Background: an optimization exercise with open tools, aiming at small area, a short achievable clock period and few clock cycles. Do not read the settings as production practice.
In this exercise RTL edits were held to simulation tests only and were not proved equivalent to the original.
Power and IR drop assume default switching activity.

===== run.sh =====
#!/bin/bash
# synth_recipe.tcl (not shown) runs the flow's synth.tcl, then flattens the netlist and writes it again
# the make line also repeats each setting of config.mk as NAME=value (left out here)
make -C /OpenROAD-flow-scripts/flow DESIGN_CONFIG=/design/flow/config.mk WORK_HOME=/design/flow/orfs CLKGATE_MAP_FILE= SYNTH_SCRIPT=/design/flow/synth_recipe.tcl finish

===== config.mk =====
export PLATFORM = sky130hd
export DESIGN_NAME = deferred_one_shot_timer_array
export DESIGN_NICKNAME = deferred_one_shot_timer_array
export VERILOG_FILES = /design/flow/design.v
export SDC_FILE = /design/flow/constraint.sdc
export NUM_CORES = 4
export LEC_CHECK = 0
export CAP_MARGIN = 20
export CORE_MARGIN = 2
export CORE_UTILIZATION = 40
export PLACE_DENSITY = 0.6
export SLEW_MARGIN = 20

===== constraint.sdc =====
create_clock -name core_clock -period 12.0 [get_ports {i_clk}]
set_input_delay 2.4000 -clock core_clock [delete_from_list [all_inputs] [get_ports {i_clk}]]
set_output_delay 2.4000 -clock core_clock [all_outputs]
set_load 0.01 [all_outputs]

===== design.v =====
package dost_pkg;
    localparam int DEF_TIMER_SLOTS = 16;
    localparam int DEF_TIME_WIDTH  = 32;
    localparam logic [1:0] FUNC_TICK  = 2'd0;
    localparam logic [1:0] FUNC_START = 2'd1;
    localparam logic [1:0] FUNC_STOP  = 2'd2;
    localparam logic KIND_PLAIN  = 1'b0;
    localparam logic KIND_TICKED = 1'b1;
    typedef struct packed {
        logic [1:0]  func;
        logic        timer_kind;
        logic [3:0]  timer_id;
        logic [31:0] duration;
        logic [31:0] delta;
    } t_req;
    typedef struct packed {
        logic        event_kind;
        logic [3:0]  event_id;
        logic [31:0] event_delta;
        logic        last;
    } t_evt;
    typedef struct packed {
        logic expired;
        logic emit;
    } t_unit_res;
endpackage
module dost_unit #(
    parameter int TIME_WIDTH = dost_pkg::DEF_TIME_WIDTH
) (
    input  logic [TIME_WIDTH-1:0] i_base,
    input  logic [TIME_WIDTH-1:0] i_delta,
    input  logic [TIME_WIDTH-1:0] i_duration,
    input  logic                  i_kind,
    output logic [TIME_WIDTH-1:0] o_sum,
    output logic [1:0]            o_res
);
    logic [TIME_WIDTH:0] sum_ext;
    assign sum_ext = {1'b0, i_base} + {1'b0, i_delta};
    assign o_sum   = sum_ext[TIME_WIDTH] ? {TIME_WIDTH{1'b1}} : sum_ext[TIME_WIDTH-1:0];
    dost_pkg::t_unit_res res;
    always_comb begin
        res.expired = (o_sum >= i_duration);
        res.emit    = (i_kind == dost_pkg::KIND_PLAIN) ? res.expired : !res.expired;
    end
    assign o_res = res;
endmodule
module dost_slot_ram #(
    parameter int DEPTH = 32,
    parameter int WIDTH = 32,
    parameter int AW    = (DEPTH > 1) ? $clog2(DEPTH) : 1
) (
    input  logic             i_clk,
    input  logic             i_we,
    input  logic [AW-1:0]    i_waddr,
    input  logic [WIDTH-1:0] i_wdata,
    input  logic [AW-1:0]    i_raddr,
    output logic [WIDTH-1:0] o_rdata
);
    logic [WIDTH-1:0] r_mem [DEPTH];
    logic [WIDTH-1:0] r_rdata;
    always_ff @(posedge i_clk) begin
        if (i_we) begin
            r_mem[i_waddr] <= i_wdata;
        end
        r_rdata <= r_mem[i_raddr];
    end
    assign o_rdata = r_rdata;
endmodule
module deferred_one_shot_timer_array #(
    parameter int TIMER_SLOTS = dost_pkg::DEF_TIMER_SLOTS,
    parameter int TIME_WIDTH  = dost_pkg::DEF_TIME_WIDTH
) (
    input  logic            i_clk,
    input  logic            i_rst_n,
    input  logic            start,
    input  logic [70:0]     i_req,
    output logic            busy,
    output logic            o_strobe,
    output logic [37:0]     o_evt
);
    localparam int NS  = 16;
    localparam int NA  = 2 * NS;
    localparam int TW  = 33;
    dost_pkg::t_req req;
    assign req = i_req;
    logic            r_busy;
    logic            r_go;
    logic [1:0]      r_func;
    logic            r_kind;
    logic [3:0]      r_id;
    logic [TW-1:0]   r_dsum;
    logic [TW-1:0]   r_tnew;
    logic [31:0]     r_delta;
    logic [TW-1:0]   r_time;
    logic [NA-1:0]   r_active;
    logic [NA-1:0]   r_startp;
    logic [NA-1:0]   r_stop;
    logic [NA-1:0]   r_em;
    logic            r_strobe;
    logic [37:0]     r_evt;
    logic [TW-1:0]   r_dl [NA];
    logic take;
    assign take = start && !r_busy;
    always_ff @(posedge i_clk) begin
        if (!i_rst_n) begin
            r_go <= 1'b0;
        end else begin
            r_go <= take;
        end
        r_func <= req.func;
        r_kind <= req.timer_kind;
        r_id   <= req.timer_id;
        r_dsum <= r_time + {1'b0, req.duration};
        r_tnew <= r_time + {1'b0, req.delta};
        if (take) begin
            r_delta <= req.delta;
        end
    end
    logic          is_tick, is_start, is_stop;
    logic [4:0]    slot;
    logic [NA-1:0] sel;
    logic [NA-1:0] act_n;
    logic [NA-1:0] ge;
    logic [NA-1:0] expd;
    logic [NA-1:0] em;
    logic [NA-1:0] em_src;
    logic [NA-1:0] em_rest;
    logic [NA-1:0] stop_n;
    logic [NA-1:0] dwe;
    logic [4:0]    first;
    logic          any_ev;
    logic          multi_ev;
    assign is_tick  = r_go && (r_func == dost_pkg::FUNC_TICK);
    assign is_start = r_go && (r_func == dost_pkg::FUNC_START);
    assign is_stop  = r_go && (r_func == dost_pkg::FUNC_STOP);
    assign slot     = {r_kind, r_id};
    always_comb begin
        sel = '0;
        sel[slot] = 1'b1;
    end
    assign dwe   = {NA{is_start}} & sel & ~r_active & ~r_startp;
    assign act_n = (r_active & ~r_stop) | r_startp;
    function automatic logic f_ge(input logic [TW-1:0] a, input logic [TW-1:0] b);
        logic [31:0] g, p;
        logic [15:0] g1, p1;
        logic [7:0]  g2, p2;
        logic [3:0]  g3, p3;
        logic [1:0]  g4, p4;
        logic        c;
        g = a[31:0] & ~b[31:0];
        p = a[31:0] | ~b[31:0];
        for (int k = 0; k < 16; k++) begin
            g1[k] = g[2*k+1] | (p[2*k+1] & g[2*k]);
            p1[k] = p[2*k+1] & p[2*k];
        end
        for (int k = 0; k < 8; k++) begin
            g2[k] = g1[2*k+1] | (p1[2*k+1] & g1[2*k]);
            p2[k] = p1[2*k+1] & p1[2*k];
        end
        for (int k = 0; k < 4; k++) begin
            g3[k] = g2[2*k+1] | (p2[2*k+1] & g2[2*k]);
            p3[k] = p2[2*k+1] & p2[2*k];
        end
        for (int k = 0; k < 2; k++) begin
            g4[k] = g3[2*k+1] | (p3[2*k+1] & g3[2*k]);
            p4[k] = p3[2*k+1] & p3[2*k];
        end
        c = g4[1] | (p4[1] & (g4[0] | p4[0]));
        f_ge = !(a[TW-1] ^ b[TW-1] ^ !c);
    endfunction
    always_comb begin
        for (int i = 0; i < NA; i++) begin
            ge[i] = f_ge(r_tnew, r_dl[i]);
        end
    end
    assign expd = act_n & ge;
    assign em   = {act_n[NA-1:NS] & ~ge[NA-1:NS], expd[NS-1:0]};
    always_comb begin
        for (int j = 0; j < NS; j++) begin
            stop_n[j]      = act_n[j]      & (expd[j] | expd[NS+j]);
            stop_n[NS + j] = act_n[NS + j] & (expd[j] | expd[NS+j]);
        end
    end
    assign em_src  = is_tick ? em : r_em;
    assign em_rest = em_src & (em_src - NA'(1));
    assign any_ev  = |em_src;
    assign multi_ev = |em_rest;
    always_comb begin
        first = '0;
        for (int i = NA - 1; i >= 0; i--) begin
            if (em_src[i]) first = 5'(i);
        end
    end
    always_ff @(posedge i_clk) begin
        if (!i_rst_n) begin
            r_busy   <= 1'b0;
            r_time   <= '0;
            r_active <= '0;
            r_startp <= '0;
            r_stop   <= '0;
            r_em     <= '0;
            r_strobe <= 1'b0;
        end else begin
            r_busy   <= (take && (req.func == dost_pkg::FUNC_TICK)) || multi_ev;
            r_em     <= em_rest;
            r_strobe <= any_ev;
            if (is_tick) begin
                r_time   <= r_tnew;
                r_active <= act_n;
                r_startp <= '0;
                r_stop   <= stop_n;
            end else begin
                r_startp <= r_startp | dwe;
                if (is_stop) begin
                    r_stop[r_id]      <= r_active[r_id];
                    r_stop[NS + r_id] <= r_active[NS + r_id];
                end
            end
        end
    end
    always_ff @(posedge i_clk) begin
        for (int i = 0; i < NA; i++) begin
            if (dwe[i]) r_dl[i] <= r_dsum;
        end
        r_evt <= {first[4], first[3:0], first[4] ? r_delta : 32'd0, !multi_ev};
    end
    assign busy     = r_busy;
    assign o_strobe = r_strobe;
    assign o_evt    = r_evt;
endmodule

==> summary.txt <==
outcome=complete, no violations; full die area=0.1613 mm^2; multi-input logic area=0.02297 mm^2; FF-to-FF path depth=17; Post-Syn Instances=between 5000 and 6000; CP Max Fanout=20; Top delay family on crit path=simple AND/OR/NAND/NOR gates; Yosys warning count=2; fraction of registers with async set/reset=0%; post-synthesis register bit count=1362; Initial Utilization=40.39%; Final Hold Viols=0; Syn Area/Cell=11.72 um^2; Root Buffer=clkbuf_16; Post-Syn Nets=between 5000 and 6000; count of cell types in the netlist=99; Die Wd=401.6 um; final worst-path cycle share=53.73%; Filler cells=14080; WS Path Type=reg2reg; nets@finish=about 5700; Core ar.=0.1566 mm^2; Rows=between 100 and 150; Post-CTS Setup Inserts=0; pre-CTS setup slack=4.906 ns; DR vias=46750; I/O pin total=114; final setup fails=0; Clock transition at path regs=0.06 ns; Remaining Overflow, GRT=0; commonest non-fill, non-tap cells in the layout=edfxtp_1 (1088), nand2_1 (351), nor2_1 (289); WL per Instance=25.88 um; Levels on crit path=17; MaxCap Viol Count=0; first-pass GRT wire length=approximately 290 mm; Top FF cell, synth=edfxtp_1; CP max stage delay=around 0.90 ns; CP endpoint kind=flop; final wirelength=approximately 200 mm; initial DRC count=5816; ordered cell list for the critical path=buf_4 > nand2b_1 > maj3_1 > a211oi_1 > nor4b_1 > buf_4 > o31ai_1 > and3_1 > o41ai_1 > buf_4 > nor2_1 > nand3_1 > nor2_1 > nand3_1 > or3_1 > a2111oi_2 > a21oi_1; area delta synth->final=13.68%; first drt pass iteration count=6; Setup crit start kind=flop; worst endpoint required time=between 10 and 15 ns; cts repair resizes=0; clock skew=0.03363 ns; EDFF count, synth=1088; initial antenna violation count=2; Seq/Total Area, Yosys=between 60% and 70%; GPL Wtd Cong=just over 0.9; post-DR vias/cell=6.063; Die H=approximately 400 um; Num CTS Buffers=146; worst skew pair latency=0.81 ns; Tot Pwr=0.01100 W; vias in the first global route=between 40000 and 50000; Slew HR=14.76%; LEAKAGE=24.40 nW; gr usage total=24.12%; Bufs and invs on worst path=3; minimum clock period=6.447 ns; Worst VDD drop=0.0001303 V; final worst slack=5.553 ns; CP most frequent cell=buf_4; actual slew at the worst max-slew pin=1.265 ns; most common cell after layout, fill and taps aside=edfxtp_1; register area=0.03817 mm^2; Worst Hold Class=reg2reg; Pwr Density=153.0 mW/mm^2; RSZ-0062 raised after global routing=no; Critical Path AT=between 7 and 8 ns; largest net degree at the start of global routing=68; drt drc=0; Final Max Tran Viols=0; Setup TNS=0 ns; Port Buffer Count=113; Clock Sinks=1362; Fmax=155.1 MHz; hpwl dp=128.4 mm; CTS tree=yes; hold_buf cts=0; layout cells sized above 1=8.320%; Mapped Area=0.06324 mm^2; worst hold stages=1; slowest stage cell, crit path=o31ai_1; DRT antenna net count=0; CTS H-tree depth=4; Clock Path Buffers=3
worst register-to-register path, stage by stage (launching register included):
cell and delay (ns):
dfxtp_1 0.30, buf_4 0.22, nand2b_1 0.19, maj3_1 0.39, a211oi_1 0.83, nor4b_1 0.23, buf_4 0.20, o31ai_1 0.90
and3_1 0.45, o41ai_1 0.12, buf_4 0.19, nor2_1 0.22, nand3_1 0.19, nor2_1 0.46, nand3_1 0.45, or3_1 0.50
a2111oi_2 0.36, a21oi_1 0.10
per-stage QoR:
step                hold slack (ns)  instance area [um^2]  std cells  utilization [%]
floorplan                    0.4203                 63240       5395                -
global placement             0.4214                 67100       7441            42.86
detailed placement           0.4257                 67100       7441            42.86
CTS                          0.4364                 71880       7707            45.91
global route                 0.4524                 71880       7708            45.91
finish                       0.4369                 71890       7710            45.91
worst paths after layout:
path | slack (ns) | startpoint | end
worst max-delay path | 5.55 | r_tnew[0] | r_busy
worst min register to register | 0.44 | r_delta[7] | r_evt[8]
worst max register to register | 5.55 | r_tnew[0] | r_busy
worst min-delay path | 0.44 | r_delta[7] | r_evt[8]
layout make-up:
cell class              count  area share [%]
diodes                      3         0.01044
clock buffers             190           5.709
clock inverters            76          0.9346
inverters                 306           1.600
multi-input cells        3454           31.95
flip-flops and latches   1362           53.09
well taps                2058           3.582
repair buffers            261           3.119
layer usage:
layer | vias to the layer above | global-route usage (%) | routed length, um
met5 | - | 0 | 0
met4 | 0 | 8.633 | 6262
met3 | 319 | 4.270 | 18040
met2 | 2214 | 37.19 | 88820
met1 | 23140 | 34.06 | 86390
li1 | 21080 | - | -
registers in the layout, summed over array words and instances (netlist names), 33 cells and up:
| name | cells |
|---|---|
| r_dsum | 33 |
| r_time | 33 |
| r_tnew | 33 |
| r_dl | 1056 |
| r_evt | 38 |
report_power, final:
group          total [W]  internal [W]  switching, W
clock            0.00454       0.00261       0.00192
sequential       0.00524       0.00519     0.0000503
combinational    0.00122      0.000358      0.000859
total             0.0110       0.00816       0.00283
cells by family after synthesis:
logic type | Yosys count | synth area share, %
AND/OR/NAND/NOR | 1621 | 13.32
multiplexers | 21 | 0.4155
AO/OA/AOI/OAI | 1521 | 17.49
buffers and inverters | 579 | 3.732
flip-flops | 1362 | 60.34
XOR/XNOR | 111 | 1.537
adder cells (fa/ha/maj) | 180 | 3.168
Yosys cell counts (83+ instances only):
cell / count / area share (%)
a21oi_1: 254 / 2.0
a221oi_1: 117 / 1.6
buf_2: 89 / 0.70
clkbuf_1: 122 / 0.72
dfxtp_1: 274 / 8.7
edfxtp_1: 1088 / 52
inv_1: 289 / 1.7
maj3_1: 103 / 1.6
nand2_1: 352 / 2.1
nand2b_1: 265 / 2.6
nor2_1: 290 / 1.7
nor2b_1: 260 / 2.6
nor3_1: 137 / 1.1
o21ai_0: 142 / 1.1
o22ai_1: 201 / 2.0
xnor2_1: 83 / 1.1
Testbench counts, summed over its fixed seeds: cycles 98,575.

static timing again, ports no longer ideal:
The results above use ideal ports. As a check the final layout listed here was re-extracted and re-timed, cells and wires unchanged. Step 1, drivers: a clkbuf_16 drives i_clk and a buf_2 each remaining input, both assumed. Step 2 times the ports against the registers' clock, not the clock port: input delays grow and output delays shrink by t, the midpoint of the rising clock arrivals with the driver on. Three values: ideal, step 1, step 2; two values: the first two.
shift t [ns]: 0.876
setup WS [ns]: 5.553 / 5.553 / 4.779
worst data-port slew with drivers (ns): 0.06
After both steps setup and hold are still met in this run. The setup slack of this run moves by 0.000 ns with the drivers and by -0.774 ns with both steps.
